From an optimization exercise on the open Yosys and OpenROAD flow, aimed at small area, a short achievable clock period and few clock cycles per item; shortcuts taken in it are not production practice. Function was checked by simulation only, so behaviour that the tests miss may differ from the original. Power figures rest on the tool's default switching activity, not on a simulated workload.

==> flow/design.v <==
`timescale 1ns/1ps
`default_nettype none
module tetris_game (
	input logic clk,
	input logic rst_n,
	input logic in_valid,
	input logic [2:0] tetromino,
	input logic [2:0] position,
	output logic score_valid,
	output logic tetris_valid,
	output logic [3:0] score,
	output logic fail,
	output logic [71:0] tetris
);
	localparam int COLS = 6;
	localparam int VIS = 12;
	localparam int ROWS = 16;
	logic [VIS*COLS-1:0] board_n;   
	logic [3:0] score_q;
	logic [3:0] cnt_q;
	logic clr_q;    
	logic vld_q;
	logic idle_q;   
	logic fail_q;
	function automatic logic [3:0] col_mask(input logic [2:0] s, input logic [2:0] c);
		col_mask = 4'b0000;
		case (s)
			3'd0: if (c < 3'd2) col_mask = 4'b0011;
			3'd1: if (c == 3'd0) col_mask = 4'b1111;
			3'd2: if (c < 3'd4) col_mask = 4'b0001;
			3'd3: if (c == 3'd0) col_mask = 4'b0100;
			      else if (c == 3'd1) col_mask = 4'b0111;
			3'd4: if (c == 3'd0) col_mask = 4'b0011;
			      else if (c < 3'd3) col_mask = 4'b0010;
			3'd5: if (c == 3'd0) col_mask = 4'b0111;
			      else if (c == 3'd1) col_mask = 4'b0001;
			3'd6: if (c == 3'd0) col_mask = 4'b0110;
			      else if (c == 3'd1) col_mask = 4'b0011;
			default: if (c == 3'd0) col_mask = 4'b0001;
			      else if (c == 3'd1) col_mask = 4'b0011;
			      else if (c == 3'd2) col_mask = 4'b0010;
		endcase
	endfunction
	logic [VIS*COLS-1:0] be;
	logic [4*COLS-1:0] pm;          
	logic [3*COLS-1:0] bsel;        
	logic [16*COLS-1:0] th;         
	logic [13:0] mgt;               
	logic [13:1] bhot;              
	logic [ROWS*COLS-1:0] nb;       
	logic [ROWS:1] full;
	logic [5*(ROWS+1)-1:0] ct;
	logic [5*(ROWS+4)-1:0] pc;
	logic [4:0] tot;
	logic f0, f1, f2, f3;
	logic [VIS*COLS-1:0] outr;      
	logic [2:0] cleared;
	logic [3:0] score_e, cnt_e;
	logic fail_new, game_end;
	always_comb begin
		be = clr_q ? '0 : ~board_n;
		score_e = clr_q ? 4'd0 : score_q;
		cnt_e = clr_q ? 4'd0 : cnt_q;
		pm = '0;
		for (int q = 0; q < COLS; q++)
			if (position == 3'(q))
				for (int j = q; j < COLS; j++)
					pm[j*4 +: 4] = col_mask(tetromino, 3'(j - q));
		for (int j = 0; j < COLS; j++) begin
			bsel[j*3 + 0] = pm[j*4 + 0];
			bsel[j*3 + 1] = pm[j*4 + 1] && !pm[j*4 + 0];
			bsel[j*3 + 2] = pm[j*4 + 2] && !pm[j*4 + 1] && !pm[j*4 + 0];
		end
		th = '0;
		for (int j = 0; j < COLS; j++) begin
			th[j*16] = 1'b1;
			for (int r = VIS; r >= 1; r--)
				th[j*16 + r] = th[j*16 + r + 1] | be[(r-1)*COLS + j];
		end
		mgt = '0;
		for (int k = 0; k <= VIS; k++)
			for (int j = 0; j < COLS; j++)
				for (int b = 0; b < 3; b++)
					mgt[k] = mgt[k] | (bsel[j*3 + b] & th[j*16 + k + b]);
		for (int k = 1; k <= 13; k++)
			bhot[k] = in_valid & mgt[k-1] & !mgt[k];
		for (int r = 1; r <= ROWS; r++)
			for (int j = 0; j < COLS; j++) begin
				nb[(r-1)*COLS + j] = (r <= VIS) ? be[(r-1)*COLS + j] : 1'b0;
				for (int o = 0; o < 4; o++)
					if (r - o >= 1 && r - o <= 13)
						nb[(r-1)*COLS + j] = nb[(r-1)*COLS + j] | (bhot[r-o] & pm[j*4 + o]);
			end
		for (int r = 1; r <= ROWS; r++)
			full[r] = &nb[(r-1)*COLS +: COLS];
		for (int r = 1; r <= ROWS + 3; r++) begin
			f0 = (r <= ROWS) ? full[r] : 1'b0;
			f1 = (r - 1 >= 1 && r - 1 <= ROWS) ? full[r-1] : 1'b0;
			f2 = (r - 2 >= 1 && r - 2 <= ROWS) ? full[r-2] : 1'b0;
			f3 = (r - 3 >= 1 && r - 3 <= ROWS) ? full[r-3] : 1'b0;
			pc[r*5 + 0] = 1'b1;
			pc[r*5 + 1] = f0 | f1 | f2 | f3;
			pc[r*5 + 2] = (f0 & (f1 | f2 | f3)) | (f1 & (f2 | f3)) | (f2 & f3);
			pc[r*5 + 3] = (f0 & f1 & (f2 | f3)) | (f2 & f3 & (f0 | f1));
			pc[r*5 + 4] = f0 & f1 & f2 & f3;
		end
		tot = 5'b00001;
		for (int k = 1; k <= 13; k++)
			tot = tot | (bhot[k] ? pc[(k+3)*5 +: 5] : 5'b0);
		ct = '0;
		for (int r = 1; r <= ROWS; r++)
			ct[r*5 +: 5] = (r >= 4 && !mgt[r-3]) ? tot : pc[r*5 +: 5];
		cleared = {tot[4], tot[2] & !tot[4], (tot[1] & !tot[2]) | (tot[3] & !tot[4])};
		outr = '0;
		for (int d = 1; d <= VIS; d++)
			for (int k = 0; k <= 4; k++)
				if (!full[d+k] && ct[(d+k)*5 + k] && (k == 4 || !ct[(d+k)*5 + k + 1]))
					outr[(d-1)*COLS +: COLS] = outr[(d-1)*COLS +: COLS] | nb[(d+k-1)*COLS +: COLS];
		fail_new = 1'b0;
		for (int r = VIS + 1; r <= ROWS; r++)
			fail_new = fail_new | ((|nb[(r-1)*COLS +: COLS]) & !ct[r*5 + r - VIS]);
		game_end = fail_new || cnt_e == 4'd15;
	end
	always_ff @(posedge clk) begin
		for (int d = 1; d <= VIS; d++)
			board_n[(d-1)*COLS +: COLS] <= ~outr[(d-1)*COLS +: COLS];
		case (1'b1)
			tot[4]: score_q <= score_e + 4'd4;
			tot[3]: score_q <= score_e + 4'd3;
			tot[2]: score_q <= score_e + 4'd2;
			tot[1]: score_q <= score_e + 4'd1;
			default: score_q <= score_e;
		endcase
		cnt_q <= cnt_e + {3'b000, in_valid};
	end
	always_ff @(posedge clk or negedge rst_n) begin
		if (!rst_n) begin
			clr_q <= 1'b1;
			vld_q <= 1'b0;
			idle_q <= 1'b1;
			fail_q <= 1'b0;
		end else begin
			if (in_valid)
				clr_q <= game_end;
			vld_q <= in_valid;
			idle_q <= !in_valid;
			fail_q <= fail_new;
		end
	end
	assign score_valid = vld_q;
	assign tetris_valid = vld_q;
	assign score = score_q & {4{vld_q}};
	assign fail = fail_q;
	assign tetris = ~(board_n | {72{idle_q}});
endmodule
`default_nettype wire
export LEC_CHECK = 0
export CAP_MARGIN = 20
export CORE_MARGIN = 2
export CORE_UTILIZATION = 40
export SETUP_SLACK_MARGIN = 3
export SLEW_MARGIN = 20
create_clock -name core_clock -period 11.0 [get_ports {clk}]
standard.sh (not shown) runs the stock make flow with config.mk's settings and CLKGATE_MAP_FILE= SYNTH_SCRIPT=/design/flow/synth_recipe.tcl, a recipe that flattens the netlist after the stock synthesis.
==> flow/flow/run.sh <==
#!/bin/bash
# Own flow: the standard layout with two changes.
#  - Yosys's ABC step maps with flow/map.abc (deep AIG resynthesis, then an area-oriented mapping;
#    sizing is left to OpenROAD's repair) in place of ORFS's speed script.
#    Everything else, registers included, is the standard synthesis script.
#  - Port buffers are sky130_fd_sc_hd__buf_1 cells (every port still gets one).
set -euo pipefail
W=$(pwd)
cat > "$W/own_synth.tcl" <<EOT
proc abc {args} {
  set i [lsearch -exact \$args -script]
  if {\$i >= 0} { set args [lreplace \$args \$i [expr {\$i + 1}] -script $W/flow/map.abc] }
  yosys abc {*}\$args
}
source $W/synth_recipe.tcl
EOT
sed "s#$W/synth_recipe.tcl#$W/own_synth.tcl#g" standard.sh > own_standard.sh
grep -q own_synth.tcl own_standard.sh
bash own_standard.sh "BUFFER_PORTS_ARGS=-buffer_cell sky130_fd_sc_hd__buf_1" finish > "$W/flow.log" 2>&1
==> flow/flow/map.abc <==
strash
&get -n
&fraig -x
&put
scorr
dc2
strash
&get -n
&deepsyn -T 40
&put
strash
&get -n
&dch -f
&nf
&put
topo
stime -c
upsize -c
dnsize -c
Testbench counts at the start, summed over its fixed seeds: cycles 3,208, pieces 3,200.
==> next run, changes <==
--- a/flow/design.v
+++ b/flow/design.v
@@ -44,9 +44,10 @@
 	logic [VIS*COLS-1:0] be;
 	logic [4*COLS-1:0] pm;          
 	logic [3*COLS-1:0] bsel;        
 	logic [16*COLS-1:0] th;         
-	logic [13:0] mgt;               
+	logic [16:0] mgt;               
+	logic [1:0] ptop;               
 	logic [13:1] bhot;              
 	logic [ROWS*COLS-1:0] nb;       
 	logic [ROWS:1] full;
 	logic [5*(ROWS+1)-1:0] ct;
@@ -70,8 +71,14 @@
 			bsel[j*3 + 0] = pm[j*4 + 0];
 			bsel[j*3 + 1] = pm[j*4 + 1] && !pm[j*4 + 0];
 			bsel[j*3 + 2] = pm[j*4 + 2] && !pm[j*4 + 1] && !pm[j*4 + 0];
 		end
+		case (tetromino)
+			3'd0, 3'd4, 3'd7: ptop = 2'd1;
+			3'd1: ptop = 2'd3;
+			3'd2: ptop = 2'd0;
+			default: ptop = 2'd2;
+		endcase
 		th = '0;
 		for (int j = 0; j < COLS; j++) begin
 			th[j*16] = 1'b1;
 			for (int r = VIS; r >= 1; r--)
@@ -116,10 +123,12 @@
 			for (int k = 0; k <= 4; k++)
 				if (!full[d+k] && ct[(d+k)*5 + k] && (k == 4 || !ct[(d+k)*5 + k + 1]))
 					outr[(d-1)*COLS +: COLS] = outr[(d-1)*COLS +: COLS] | nb[(d+k-1)*COLS +: COLS];
 		fail_new = 1'b0;
-		for (int r = VIS + 1; r <= ROWS; r++)
-			fail_new = fail_new | ((|nb[(r-1)*COLS +: COLS]) & !ct[r*5 + r - VIS]);
+		for (int t = 0; t <= 4; t++)
+			for (int p = 0; p < 4; p++)
+				if (tot[t] && (t == 4 || !tot[t+1]) && ptop == 2'(p))
+					fail_new = mgt[12 + t - p] & in_valid;
 		game_end = fail_new || cnt_e == 4'd15;
 	end
 	always_ff @(posedge clk) begin
 		for (int d = 1; d <= VIS; d++)
Outcome:
- cell count drops by about 2.3%
- total power shrinks by 4.0%
- design area is higher by about 2.2%
- via count is lower by 1.2%
- count of clock-buffer cells in the layout is higher by 2
- core utilization is higher by 1.5 points
- worst setup slack degrades by 0.0074 ns
- fmax hardly moves
- clock power decreases by about 4%
- sequential share of layout area shrinks by 0.28 points
- clock skew barely changes
Testbench counts after the change, summed over its fixed seeds: cycles 3,208, pieces 3,200.

port drivers added, routing unchanged:
No port has a modelled driver above. Below, the same layouts with a new extraction and two added sets of constraints. Step 1: set_driving_cell puts a clkbuf_16 on clk and a buf_2 on each other input, an assumption about the parent block. Step 2 also shifts input and output timing later by t, the mid clock arrival at the registers, as if the neighbouring blocks saw the same clock. a / b / c = no drivers / after step 1 / after step 2; a / b = the first two.
| run | t (ns) | slack for setup (ns) | latest minus earliest clock arrival (ns) | worst slew at a driven data input, ns | pins driven straight from the clock port |
|---|---|---|---|---|---|
| the first run | 0.413 | 3.015 / 3.037 / 2.624 | 0.014 / 0.014 | 0.03 | 1 |
| the second run | 0.412 | 3.007 / 3.041 / 2.629 | 0.013 / 0.013 | 0.03 | 1 |
After both steps every run listed still meets setup and hold. The setup slack of the first run, which loses most, moves by +0.022 ns with the drivers and by -0.391 ns with both steps.
